Context: an optimization exercise on an open-source flow, tuned for small area, a short achievable clock period and few clock cycles per item. The choices shown serve that exercise and are no tape-out recipe. Only simulation tests tie the RTL to the original design; equivalence was not proved.

==> flow/design.v (outline; a module is shown in full before it is edited, if it fits) <==
// module fft_fp_half: 13 lines
// module fft_fp_butterfly: 15 lines
// module fft_fp_tw: 1303 lines
// module fft_fp: 293 lines
module fft_fp #(
  parameter int unsigned LOG2_NS = 4,
  parameter int unsigned NS      = 16,
  parameter int unsigned DATA_W  = 18,
  parameter int unsigned FRAC_W  = 12,
  parameter int unsigned TW_W    = 16
) (
  input  logic                     clk,
  input  logic                     rst_n,
  input  logic                     start,
  input  logic                     inverse,
  input  logic                     in_valid,
  output logic                     in_ready,
  input  logic signed [DATA_W-1:0] in_re,
  input  logic signed [DATA_W-1:0] in_im,
  output logic                     out_valid,
  input  logic                     out_ready,
  output logic signed [DATA_W-1:0] out_re,
  output logic signed [DATA_W-1:0] out_im,
  output logic                     out_last,
  output logic                     busy
);
  // ...
==> flow/run.sh <==
#!/bin/bash
# synth_recipe.tcl (not shown) runs the flow's synth.tcl, then flattens the netlist and writes it again
# the make line also repeats each setting of config.mk as NAME=value (left out here)
make -C /OpenROAD-flow-scripts/flow DESIGN_CONFIG=/design/flow/config.mk WORK_HOME=/design/flow/orfs CLKGATE_MAP_FILE= SYNTH_SCRIPT=/design/flow/synth_recipe.tcl finish
==> flow/config.mk <==
export PLATFORM = sky130hd
export DESIGN_NAME = fft_fp
export DESIGN_NICKNAME = fft_fp
export VERILOG_FILES = /design/flow/design.v
export SDC_FILE = /design/flow/constraint.sdc
export NUM_CORES = 4
export LEC_CHECK = 0
export CAP_MARGIN = 20
export CORE_MARGIN = 2
export CORE_UTILIZATION = 40
export SLEW_MARGIN = 20
==> flow/constraint.sdc <==
create_clock -name core_clock -period 20.0 [get_ports {clk}]
set_input_delay 4.0000 -clock core_clock [delete_from_list [all_inputs] [get_ports {clk}]]
set_output_delay 4.0000 -clock core_clock [all_outputs]
set_load 0.01 [all_outputs]
==> qor.csv, run 1 <==
stage;metric;value;unit
detailed_routing;vias per cell;5.84;
clocking;CTS tree;built;
timing;Slew @ Worst Pin;1.20;ns
final_layout;final-layout clock-cell area share;4.27;%
timing;final setup fails;0;
final_layout;Multi-In Gates;5424;
floorplan;Tapcells;2072;
grt;GRT Util Overall;29.1;%
worst_setup_path;crit path DAT;7.91;ns
logic_synthesis;Synth Instances;7208;
final_layout;clk_buf instances;114;
final_layout;Non-CTS inverters;679;
logic_synthesis;Synth Area in Compound Gates;17.7;%
logic_synthesis;largest family of logic cells by synthesized area;adder cells;
clocking;hold buffer count at cts;0;
clocking;Clock Sinks;732;
clocking;deepest clock path buffer count;3;
worst_setup_path;FF-to-FF Start;t_c2$_DFF_PN0_;
final_layout;fraction of area in multi-input gates;63.9;%
worst_setup_path;R2R depth;21;
logic_synthesis;#FFs+latches synth;732;
worst_setup_path;largest stage delay on the critical path;0.61;ns
detailed_routing;Residual DRC;0;
outcome;status;timing/DRC/antenna clean;
logic_synthesis;number of flops mapped to enable cells by yosys;36;
grt;M2 GR Usage;45.2;%
final_layout;number of non-clock buffers;186;
detailed_routing;DRT Pass-1 Iters;6;
clocking;cts bufs inserted;86;
worst_setup_path;Max stage delay cell, worst path;nor2_2;
place;placed cell areas;66300;µm²
logic_synthesis;Post-Synth Adder-Cell Area;22.5;%
worst_setup_path;CP endpoint kind;register;
floorplan;Die Y;402;µm
place;Post-DP HPWL;187000;µm
worst_setup_path;CP Launch Point;t_c2$_DFF_PN0_;
logic_synthesis;post-synthesis cell type count;106;
Testbench counts, summed over its fixed seeds: cycles 2,560, transforms 64.
==> inputs of run 2 (changes only) <==
--- a/flow/config.mk
+++ b/flow/config.mk
@@ -5,7 +5,7 @@
 export SDC_FILE = /design/flow/constraint.sdc
 export NUM_CORES = 4
 export LEC_CHECK = 0
-export CAP_MARGIN = 20
+export CAP_MARGIN = 60
 export CORE_MARGIN = 2
 export CORE_UTILIZATION = 40
-export SLEW_MARGIN = 20
+export SLEW_MARGIN = 60
==> run 2 against run 1 <==
Utilization is 0.74 points higher. Largest cell class unchanged. Fmax is 4.6% higher. Area after synthesis stayed put. Global-route usage is 0.054 points lower. Clock-buffer cell count is 5 lower. Critical path depth is 3 higher. Final area is 1.7% higher. Highest routed layer unchanged.
==> qor.csv, run 2 <==
stage;metric;value;unit;change
logic_synthesis;Yosys top cell by area;dfxtp_1;;
clocking;cts bufs inserted;85;;-1.2%
place;IO buf count;81;;
grt;initial antenna violation count;9;;
logic_synthesis;mapped cell area;63400;µm²;
worst_setup_path;crit path launch type;register;;
worst_setup_path;FF-to-FF Start;t_c2$_DFF_PN0_;;
clocking;CTS tree;built;;
place;global placer's final weighted congestion;1.01;;
detailed_routing;Final ANT Viol Nets;0;;
final_layout;largest registers;sr_q: 576 flops, prod_q: 38 flops, oq_q: 36 flops;;
detailed_routing;initial DRC count;5339;;
floorplan;Die X;402;µm;
logic_synthesis;Synth area leaders;dfxtp_1 21%, fa_1 11%, ha_1 11%;;
clocking;post-CTS sizing;0;;
floorplan;Die ar.;162000;µm²;
timing;endpoints failing hold;0;;
detailed_routing;Routed WL;240000;µm;
timing;Slew HR;56.2;%;
logic_synthesis;Yosys warnings;4;;
floorplan;Boundary Pins;82;;
final_layout;# nets final;8090;;
detailed_routing;via count;54200;;
logic_synthesis;syn_area_per_cell;8.80;µm²;
worst_setup_path;CP Class;register to register;;
place;worst slack, placed;12.62;ns;
grt;GRT Util Overall;29.0;%;-0.054 points
floorplan;Die Y;402;µm;unchanged
detailed_routing;drt wl/cell;25.9;µm;
timing;final clock skew;0.0483;ns;
place;Post-DP HPWL;188000;µm;+0.51%
clocking;post-CTS setup buffer count;0;;
logic_synthesis;Most used DFF post-synth;dfxtp_1;;
floorplan;Core Region;158000;µm²;
min_path;class of the worst hold path;register to register;;
logic_synthesis;sequential share of the synthesized area;24.0;%;
final_layout;commonest non-fill, non-tap cells in the layout;670 x inv_1, 649 x dfxtp_1, 569 x nor2_1;;
logic_synthesis;fraction of registers with async set/reset;6.01;%;
timing;PnR worst setup slack;12.91;ns;
logic_synthesis;post-synth top area share;20.6;%;
logic_synthesis;commonest cells in the synthesized netlist;673 x inv_1, 652 x dfxtp_1, 576 x nor2_1;;
final_layout;Layout Area Growth over Synthesis;11.0;%;
timing;max-slew violation total from the final report;0;;
clocking;hold buffer count at cts;0;;unchanged
grt;GRT Residual Overflow;0;;
min_path;Hold EP;sr_q[6][7]$_DFF_P_;;
timing;fmax;141;MHz;
clocking;clk slew on worst S/H paths;0.06;ns;
grt;largest net degree at the start of global routing;103;;
worst_setup_path;Required @ worst endpoint;20.60;ns;
clocking;Clock Sinks;732;;unchanged
final_layout;flip-flop count of the largest register after layout;576;;
timing;Setup TNS Final;0;ns;
grt;vias in the first global route;52600;;
worst_setup_path;crit path DAT;7.69;ns;-0.22 ns
final_layout;final core utilization;44.6;%;
final_layout;FILL cells;15300;;
detailed_routing;DRT Pass-1 Iters;6;;unchanged
detailed_routing;vias per cell;5.85;;about the same
clocking;deepest clock path buffer count;3;;unchanged
worst_setup_path;R2R depth;24;;+14%
worst_setup_path;CP endpoint kind;register;;
outcome;status;timing/DRC/antenna clean;;
logic_synthesis;post-synthesis cell type count;106;;unchanged
timing;period utilization;35.5;%;
clocking;insertion delay to the later sink of the worst-skew pair;0.75;ns;
job;maxcap violations;0;;
logic_synthesis;most frequent cell after synthesis;inv_1;;
worst_setup_path;reg2reg setup slack;12.91;ns;
final_layout;Largest Register;sr_q;;
logic_synthesis;Synth Instances;7208;;unchanged
final_layout;layout cells sized above 1;12.1;%;
timing;post-route minimum period;7.09;ns;
floorplan;Core Rows;146;;
min_path;hold depth;1;;
grt;first-pass GRT wire length;350000;µm;
logic_synthesis;number of flops mapped to enable cells by yosys;36;;unchanged
logic_synthesis;#FFs+latches synth;732;;unchanged
floorplan;Initial Util;40.2;%;
worst_setup_path;Crit Reg-Reg Endpoint;oq_q[34]$_DFFE_PP_;;
clocking;CTS root buf;clkbuf_16;;
min_path;worst hold start;sr_q[2][7]$_DFF_P_;;
worst_setup_path;largest fanout on the critical path;34;;
detailed_routing;Residual DRC;0;;unchanged
timing;final setup fails;0;;unchanged
timing;Slew @ Worst Pin;0.639;ns;-0.557 ns
timing;RSZ-0062 raised after global routing;false;;
clocking;H-tree depth;3;;
logic_synthesis;Synth Net Count;8173;;
final_layout;most common cell after layout, fill and taps aside;inv_1;;
-- run 2: cell counts after synthesis --
No cell type changed its count.
-- run 2: worst max-delay path by stage --
stage / start / end / slack [ns] / cells past startpoint
global route: t_c2$_DFF_PN0_ / oq_q[35]$_DFFE_PP_ / 12.46 / 23
finish: t_c2$_DFF_PN0_ / oq_q[34]$_DFFE_PP_ / 12.91 / 24
global placement: t_c2$_DFF_PN0_ / oq_q[17]$_DFFE_PP_ / 12.78 / 21
floorplan: out_ready / c_q[3]$_DFFE_PN0P_ / 12.89 / 6
CTS: t_c2$_DFF_PN0_ / oq_q[17]$_DFFE_PP_ / 12.63 / 22
detailed placement: t_c2$_DFF_PN0_ / oq_q[17]$_DFFE_PP_ / 12.62 / 22
-- run 2: cells by family after synthesis --
family,Yosys count,synth area share [%]
AOI/OAI and AO/OA,1721,17.7
xor gates and xnor gates,425,5.91
adders and majority gates,923,22.5
buffers and inverters,1052,6.35
DFF,732,24.0
muxes,678,11.6
and+or+nand+nor,1677,11.9
-- run 2: metrics by stage --
step	std cells	hold WS, ns	area, µm²
5_1_grt	9268	0.480	70400
6_report	9273	0.455	70400
2_1_floorplan	7208	0.419	63400
3_3_place_gp	9093	0.432	66300
4_1_cts	9262	0.459	70200
3_5_place_dp	9104	0.442	67300
-- run 2: critical path: stages (launching register included) --
cell and delay (ns):
dfrtp_1 0.35, buf_4 0.23, buf_12 0.22, clkinv_1 0.08
buf_4 0.42, nor2_1 0.15, a21o_1 0.20, fa_1 0.50
inv_1 0.05, fa_1 0.41, fa_1 0.54, inv_1 0.05
fa_1 0.50, fa_1 0.48, ha_1 0.33, a21o_1 0.17
a21o_1 0.17, a21oi_1 0.13, o21ai_1 0.18, a2111oi_0 0.50
buf_4 0.24, a21o_1 0.18, a21oi_1 0.12, a221oi_1 0.49
mux2_2 0.26
-- run 2: area by class of cell --
type | instances | area [µm²] | area share, %
tap | 2072 | 2590 | 3.68
timing repair buffer | 203 | 2100 | 2.99
inverter | 679 | 2570 | 3.65
clock buffer | 109 | 2350 | 3.33
sequential | 732 | 15300 | 21.7
multi-input combinational | 5424 | 45000 | 63.8
antenna | 5 | 12.5 | 0.0178
clock inverter | 49 | 559 | 0.794
-- run 2: per-layer routing --
metal  vias to the layer above  global-route usage, %  share of wire [%]
met5                         -                      0              0.011
met4                         4                   17.3                6.8
met3                       583                   3.62                6.9
met2                      2297                   45.4                 44
met1                     26500                   38.3                 42
li1                      24900                      -                  -
==> inputs of run 3 (changes only) <==
--- a/flow/config.mk
+++ b/flow/config.mk
@@ -5,7 +5,7 @@
 export SDC_FILE = /design/flow/constraint.sdc
 export NUM_CORES = 4
 export LEC_CHECK = 0
-export CAP_MARGIN = 60
+export CAP_MARGIN = 45
 export CORE_MARGIN = 2
 export CORE_UTILIZATION = 40
-export SLEW_MARGIN = 60
+export SLEW_MARGIN = 45
==> run 3 against run 2 <==
Final area down 1.1%. Highest routed layer is now met4. Largest cell class unchanged. Area after synthesis unchanged. Critical endpoint is now oq_q[17]$_DFFE_PP_. Worst setup slack worse by 0.26 ns. Utilization down 0.50 points. Still clean. Clock-buffer cell count up 8. Die area unchanged. Critical path depth down 3.
==> qor.csv, run 3 <==
stage;metric;value;unit;change
worst_setup_path;CP Class;register to register;;
logic_synthesis;most frequent cell after synthesis;inv_1;;
grt;GRT Residual Overflow;0;;unchanged
timing;RSZ-0062 raised after global routing;false;;
detailed_routing;uppermost layer routed;met4;;
worst_setup_path;largest fanout on the critical path;56;;+65%
final_layout;commonest non-fill, non-tap cells in the layout;670 x inv_1, 652 x dfxtp_1, 571 x nor2_1;;
timing;period utilization;36.7;%;+1.3 points
final_layout;# nets final;8078;;-0.15%
final_layout;final core utilization;44.1;%;-0.50 points
logic_synthesis;Synth area leaders;dfxtp_1 21%, fa_1 11%, ha_1 11%;;
final_layout;flip-flop count of the largest register after layout;576;;unchanged
detailed_routing;vias per cell;5.84;;-0.20%
clocking;CTS root buf;clkbuf_16;;
detailed_routing;via count;54000;;-0.36%
place;Post-DP HPWL;188000;µm;-0.39%
timing;worst hold margin;0.444;ns;-0.0111 ns
logic_synthesis;Yosys top cell by area;dfxtp_1;;
logic_synthesis;Synth Instances;7208;;unchanged
final_layout;Largest Register;sr_q;;
outcome;status;timing/DRC/antenna clean;;
floorplan;Initial Util;40.2;%;unchanged
clocking;hold buffer count at cts;0;;unchanged
detailed_routing;drt wl/cell;25.9;µm;+0.17%
worst_setup_path;most frequent CP cell;fa_1;;
detailed_routing;DRT Pass-1 Iters;6;;unchanged
logic_synthesis;Most used DFF post-synth;dfxtp_1;;
floorplan;Core Rows;146;;unchanged
logic_synthesis;#FFs+latches synth;732;;unchanged
detailed_routing;met3 wire length;17300;µm;+5.0%
detailed_routing;Final ANT Viol Nets;0;;unchanged
detailed_routing;Residual DRC;0;;unchanged
timing;final setup fails;0;;unchanged
clocking;insertion delay to the later sink of the worst-skew pair;0.74;ns;about the same
clocking;H-tree depth;3;;unchanged
clocking;post-CTS sizing;0;;unchanged
logic_synthesis;Synth Net Count;8173;;unchanged
floorplan;Core Region;158000;µm²;unchanged
clocking;cts bufs inserted;86;;+1.2%
timing;Slew HR;42.5;%;-14 points
floorplan;Boundary Pins;82;;unchanged
worst_setup_path;CP endpoint kind;register;;
place;IO buf count;81;;unchanged
floorplan;Die Y;402;µm;unchanged
logic_synthesis;mapped cell area;63400;µm²;unchanged
logic_synthesis;post-synthesis cell type count;106;;unchanged
clocking;deepest clock path buffer count;3;;unchanged
job;maxcap violations;0;;unchanged
worst_setup_path;largest stage delay on the critical path;0.61;ns;+0.07 ns
logic_synthesis;post-synth top area share;20.6;%;unchanged
timing;fmax;136;MHz;-3.5%
final_layout;largest registers;sr_q: 576 flops, prod_q: 38 flops, oq_q: 36 flops;;
final_layout;most common cell after layout, fill and taps aside;inv_1;;
detailed_routing;Routed WL;240000;µm;about the same
grt;first-pass GRT wire length;350000;µm;about the same
grt;vias in the first global route;52800;;+0.21%
detailed_routing;initial DRC count;5412;;+1.4%
worst_setup_path;crit path DAT;7.85;ns;+0.16 ns
clocking;CTS tree;built;;
clocking;clk slew on worst S/H paths;0.06;ns;about the same
grt;largest net degree at the start of global routing;126;;+22%
floorplan;Die ar.;162000;µm²;unchanged
grt;initial antenna violation count;9;;unchanged
logic_synthesis;commonest cells in the synthesized netlist;673 x inv_1, 652 x dfxtp_1, 576 x nor2_1;;
clocking;Clock Sinks;732;;unchanged
logic_synthesis;syn_area_per_cell;8.80;µm²;unchanged
detailed_routing;wire length on met2;107000;µm;+0.84%
final_layout;Layout Area Growth over Synthesis;9.74;%;
timing;endpoints failing hold;0;;unchanged
timing;final clock skew;0.0526;ns;+0.00427 ns
worst_setup_path;Required @ worst endpoint;20.50;ns;-0.10 ns
clocking;post-CTS setup buffer count;0;;unchanged
min_path;class of the worst hold path;register to register;;
place;global placer's final weighted congestion;1.01;;unchanged
worst_setup_path;crit path launch type;register;;
worst_setup_path;reg2reg setup slack;12.65;ns;-0.26 ns
logic_synthesis;Yosys warnings;4;;unchanged
final_layout;layout cells sized above 1;11.2;%;-0.98 points
logic_synthesis;fraction of registers with async set/reset;6.01;%;unchanged
logic_synthesis;sequential share of the synthesized area;24.0;%;unchanged
logic_synthesis;number of flops mapped to enable cells by yosys;36;;unchanged
timing;max-slew violation total from the final report;0;;unchanged
timing;post-route minimum period;7.35;ns;+0.259 ns
worst_setup_path;Max stage delay cell, worst path;nor2_2;;
grt;GRT Util Overall;29.0;%;about the same
worst_setup_path;worst-path cell chain;buf_4, nor2_2, buf_4, nor2_1, fa_1, inv_1, fa_1, fa_1, inv_1, fa_1, fa_1, ha_1, o21a_1, a21oi_1, nand3_1, o2111ai_1, a211oi_1, nor4_1, o21bai_1, xor2_1, o211a_1;;
floorplan;Die X;402;µm;unchanged
timing;Slew @ Worst Pin;0.849;ns;+0.210 ns
timing;Setup TNS Final;0;ns;unchanged
detailed_routing;met1 wire length;101000;µm;-0.29%
==> run 3: final timing paths <==
path,to,cells past startpoint,start
max,oq_q[17]$_DFFE_PP_,21,t_c2$_DFF_PN0_
min,sr_q[0][2]$_DFF_P_,2,sr_q[12][2]$_DFF_P_
max reg2reg,oq_q[17]$_DFFE_PP_,21,t_c2$_DFF_PN0_
min reg2reg,sr_q[0][2]$_DFF_P_,2,sr_q[12][2]$_DFF_P_
max in group asynchronous,f_st1$_DFF_PN0_,3,rst_n
min in group asynchronous,f_s2o$_DFF_PN0_,2,rst_n
==> run 3: layer usage <==
layer,track usage [%],up-vias
met5,0,-
met1,38.1,26300
met2,46.2,2304
li1,-,24900
met4,16.1,0
met3,3.79,540
==> run 3: metrics by stage <==
stage	std cells	setup slack (ns)	cell area (µm²)
floorplan	7208	12.89	63400
global placement	9093	12.78	66300
detailed placement	9094	12.63	66500
CTS	9253	12.67	69500
global route	9256	12.22	69600
finish	9258	12.65	69600
==> run 3: logic make-up (layout without fill, tap and decap cells) <==
kind of cell | after synthesis | in the layout | share of synthesized area [%]
adder cells (fa/ha/maj) | 923 | 923 | 22.5
AND/OR/NAND/NOR | 1677 | 1677 | 11.9
buffers and inverters | 1052 | 1028 | 6.35
other | 0 | 2 | 0
multiplexers | 678 | 678 | 11.6
XOR/XNOR | 425 | 425 | 5.91
flip-flops | 732 | 732 | 24.0
AO/OA/AOI/OAI | 1721 | 1721 | 17.7
==> run 3: worst max-delay path, delay by kind of cell, from the launching register on <==
kind	cells	cell delay (ns)
AND/OR/NAND/NOR	4	1.34
XOR/XNOR	1	0.20
buffers and inverters	4	0.90
adder cells (fa/ha/maj)	6	2.91
AO/OA/AOI/OAI	6	1.40
flip-flops	1	0.35
==> run 3: cell type report <==
cell class                 instances  area (µm²)
sequential                       732       15300
tap                             2072        2590
inverter                         679        2560
clock inverter                    42         504
fill                           15400       88400
multi-input combinational       5424       44500
clock buffer                     117        2460
antenna                            2        5.00
timing repair buffer             190        1750
==> inputs of run 4 (changes only) <==
==> flow/config.mk (replaced) <==
export PLATFORM = sky130hd
export DESIGN_NAME = fft_fp
export DESIGN_NICKNAME = fft_fp
export VERILOG_FILES = /design/flow/design.v
export SDC_FILE = /design/flow/constraint.sdc
export NUM_CORES = 4
export LEC_CHECK = 0
export CAP_MARGIN = 50
export CORE_MARGIN = 2
export CORE_UTILIZATION = 55
export SLEW_MARGIN = 50
==> run 4 against run 3 <==
Register-to-register slack got worse by 0.31 ns. Sequential share of layout area rose by 0.086 points. Via count rose by 1.1%. Highest routed layer unchanged. Cell count fell by 6.0%. Clock skew rose by 0.0095 ns. Critical path depth fell by 1. Worst setup slack got worse by 0.31 ns.
==> qor.csv, run 4 <==
stage;metric;value;unit;change
worst_setup_path;reg2reg setup slack;12.34;ns;-0.31 ns
worst_setup_path;CP Class;register to register;;
timing;final clock skew;0.0620;ns;+0.00950 ns
grt;GRT Util Overall;39.8;%;+11 points
grt;first-pass GRT wire length;346000;µm;-1.0%
logic_synthesis;syn_area_per_cell;8.80;µm²;unchanged
floorplan;Core Rows;124;;-15%
logic_synthesis;fraction of registers with async set/reset;6.01;%;unchanged
final_layout;Layout Area Growth over Synthesis;9.34;%;
grt;M3 GR Usage;8.57;%;+4.8 points
min_path;worst hold start;sr_q[10][19]$_DFF_P_;;
detailed_routing;initial DRC count;6094;;+13%
floorplan;Die Y;344;µm;-15%
worst_setup_path;R2R depth;20;;-4.8%
timing;RSZ-0062 raised after global routing;false;;
floorplan;Core Region;114000;µm²;-28%
floorplan;Die ar.;118000;µm²;-27%
timing;post-route minimum period;7.66;ns;+0.307 ns
final_layout;most common cell after layout, fill and taps aside;inv_1;;
logic_synthesis;post-synth top area share;20.6;%;unchanged
job;maxcap violations;0;;unchanged
min_path;class of the worst hold path;register to register;;
logic_synthesis;Synth area leaders;dfxtp_1 21%, fa_1 11%, ha_1 11%;;
logic_synthesis;Post-Synth Adder-Cell Area;22.5;%;unchanged
final_layout;commonest non-fill, non-tap cells in the layout;669 x inv_1, 652 x dfxtp_1, 563 x nor2_1;;
grt;met1 GRT Util;55.9;%;+18 points
logic_synthesis;Post-Synth XOR/XNOR Area;5.91;%;unchanged
logic_synthesis;number of flops mapped to enable cells by yosys;36;;unchanged
detailed_routing;via count;54600;;+1.1%
detailed_routing;Final ANT Viol Nets;0;;unchanged
logic_synthesis;Synth Net Count;8173;;unchanged
grt;largest net degree at the start of global routing;151;;+20%
logic_synthesis;Yosys warnings;4;;unchanged
final_layout;Largest Register;sr_q;;
grt;GRT Residual Overflow;0;;unchanged
logic_synthesis;Synth Area in Compound Gates;17.7;%;unchanged
logic_synthesis;Synth Instances;7208;;unchanged
timing;Slew HR;38.1;%;-4.4 points
logic_synthesis;post-synthesis simple-gate area fraction;11.9;%;unchanged
timing;Setup TNS Final;0;ns;unchanged
min_path;hold depth;2;;unchanged
clocking;CTS root buf;clkbuf_16;;
detailed_routing;Routed WL;238000;µm;-0.92%
place;IO buf count;81;;unchanged
logic_synthesis;post-synthesis mux area share;11.6;%;unchanged
logic_synthesis;mapped cell area;63400;µm²;unchanged
place;global placer's final weighted congestion;1.03;;+2.3%
timing;endpoints failing hold;0;;unchanged
grt;busiest grt layer;met2;;
clocking;cts bufs inserted;87;;+1.2%
worst_setup_path;Required @ worst endpoint;20.49;ns;about the same
final_layout;largest registers;sr_q: 576 flops, prod_q: 38 flops, oq_q: 36 flops;;
final_layout;area of the multi-input gates;44700;µm²;+0.54%
clocking;insertion delay to the later sink of the worst-skew pair;0.74;ns;about the same
final_layout;FILL cells;10200;;-34%
timing;final setup fails;0;;unchanged
min_path;Hold EP;sr_q[14][19]$_DFF_P_;;
timing;period utilization;38.3;%;+1.5 points
clocking;H-tree depth;3;;unchanged
detailed_routing;drt wl/cell;27.3;µm;+5.4%
logic_synthesis;commonest cells in the synthesized netlist;673 x inv_1, 652 x dfxtp_1, 576 x nor2_1;;
logic_synthesis;Yosys top cell by area;dfxtp_1;;
grt;vias in the first global route;52200;;-1.0%
detailed_routing;Residual DRC;0;;unchanged
place;Post-DP HPWL;186000;µm;-1.0%
detailed_routing;vias per cell;6.28;;+7.5%
timing;Slew @ Worst Pin;0.923;ns;+0.0738 ns
logic_synthesis;largest family of logic cells by synthesized area;adder cells;;
outcome;status;timing/DRC/antenna clean;;
logic_synthesis;#FFs+latches synth;732;;unchanged
timing;worst hold margin;0.419;ns;-0.0243 ns
final_layout;layout cells sized above 1;11.5;%;+0.37 points
clocking;post-CTS sizing;0;;unchanged
final_layout;area occupied by registers;15300;µm²;about the same
clocking;clk slew on worst S/H paths;0.07;ns;about the same
timing;fmax;131;MHz;-4.0%
detailed_routing;DRT Pass-1 Iters;8;;+2
clocking;deepest clock path buffer count;3;;unchanged
worst_setup_path;crit path launch type;register;;
grt;initial antenna violation count;6;;-3
logic_synthesis;sequential share of the synthesized area;24.0;%;unchanged
clocking;post-CTS setup buffer count;0;;unchanged
timing;max-slew violation total from the final report;0;;unchanged
worst_setup_path;FF-to-FF Start;t_c13$_DFF_PN0_;;
final_layout;# nets final;8080;;+0.025%
final_layout;flip-flop count of the largest register after layout;576;;unchanged
clocking;hold buffer count at cts;0;;unchanged
grt;M2 GR Usage;57.7;%;+12 points
clocking;CTS tree;built;;
worst_setup_path;largest fanout on the critical path;40;;-29%
worst_setup_path;Crit Reg-Reg Endpoint;oq_q[31]$_DFFE_PP_;;
floorplan;Boundary Pins;82;;unchanged
final_layout;final core utilization;60.7;%;+17 points
worst_setup_path;CP endpoint kind;register;;
worst_setup_path;crit path DAT;8.14;ns;+0.29 ns
logic_synthesis;post-synthesis cell type count;106;;unchanged
logic_synthesis;most frequent cell after synthesis;inv_1;;
logic_synthesis;Most used DFF post-synth;dfxtp_1;;
floorplan;Die X;344;µm;-15%
floorplan;Initial Util;55.5;%;+15 points
clocking;Clock Sinks;732;;unchanged
run 4: cell counts after synthesis:
No cell type changed its count.
run 4: metal layers:
metal  routed length [µm]  vias to the layer above
met5                    0                        -
met4                13800                        0
met3                24700                      475
met2                97400                     2697
met1               102000                    26600
li1                     -                    24900
run 4: through the flow:
step	setup WS [ns]	instances	area (µm²)
CTS	12.50	8697	69200
global route	12.06	8701	69400
finish	12.34	8704	69400
floorplan	12.89	7208	63400
detailed placement	12.52	8535	66100
global placement	11.88	8531	65700
run 4: worst max path at each step:
| stage | start | end | slack, ns | cells after the start |
|---|---|---|---|---|
| floorplan | out_ready | c_q[3]$_DFFE_PN0P_ | 12.89 | 6 |
| global placement | t_c2$_DFF_PN0_ | oq_q[31]$_DFFE_PP_ | 11.88 | 21 |
| detailed placement | t_c13$_DFF_PN0_ | oq_q[31]$_DFFE_PP_ | 12.52 | 20 |
| CTS | t_c13$_DFF_PN0_ | oq_q[17]$_DFFE_PP_ | 12.50 | 20 |
| global route | t_c13$_DFF_PN0_ | oq_q[17]$_DFFE_PP_ | 12.06 | 20 |
| finish | t_c13$_DFF_PN0_ | oq_q[31]$_DFFE_PP_ | 12.34 | 20 |
run 4: worst max-delay path, cell delays in order, from the launching register on:
cell and delay [ns]:
dfrtp_2 0.67, inv_2 0.62, buf_4 0.52, o22ai_1 0.18
fa_1 0.58, inv_1 0.06, fa_1 0.41, fa_1 0.54
inv_1 0.05, fa_1 0.50, fa_1 0.49, ha_1 0.34
a21o_1 0.18, a21o_1 0.18, a21oi_1 0.15, o21ai_1 0.19
a2111oi_2 0.67, a21oi_1 0.25, o41ai_2 0.35, xnor2_1 0.15
mux2_2 0.28
run 4: cell type report:
| type | count | share of cell area [%] |
|---|---|---|
| Multi-Input combinational cell | 5424 | 64.5 |
| Inverter | 679 | 3.70 |
| Clock inverter | 40 | 0.853 |
| Clock buffer | 122 | 3.68 |
| Antenna cell | 4 | 0.0144 |
| Sequential cell | 732 | 22.0 |
| Timing Repair Buffer | 191 | 2.54 |
| Tap cell | 1512 | 2.73 |
run 4: cells by family after synthesis:
kind of cell               count (synthesis)
DFF                                      732
AOI/OAI and AO/OA                       1721
xor gates and xnor gates                 425
and+or+nand+nor                         1677
adders and majority gates                923
muxes                                    678
buffers and inverters                   1052

-- re-timing with driven ports --
How much do the figures lean on ideal ports? The routed layouts below were timed once more, with nothing changed but the port constraints. Step 1, drivers: a clkbuf_16 drives clk and a buf_2 each remaining input, both assumed. Step 2 times the ports against the registers' clock, not the clock port: input delays grow and output delays shrink by t, the midpoint of the rising clock arrivals with the driver on. a / b / c = no drivers / after step 1 / after step 2; a / b = the first two.
run	t, ns	slack for setup (ns)	cell pins on the clock port's net
run 1	0.814	12.586 / 12.586 / 12.586	1
run 2	0.807	12.909 / 12.909 / 12.909	1
run 3	0.801	12.650 / 12.650 / 12.650	1
run 4	0.790	12.344 / 12.344 / 12.344	1
After both steps every run listed still meets setup and hold.
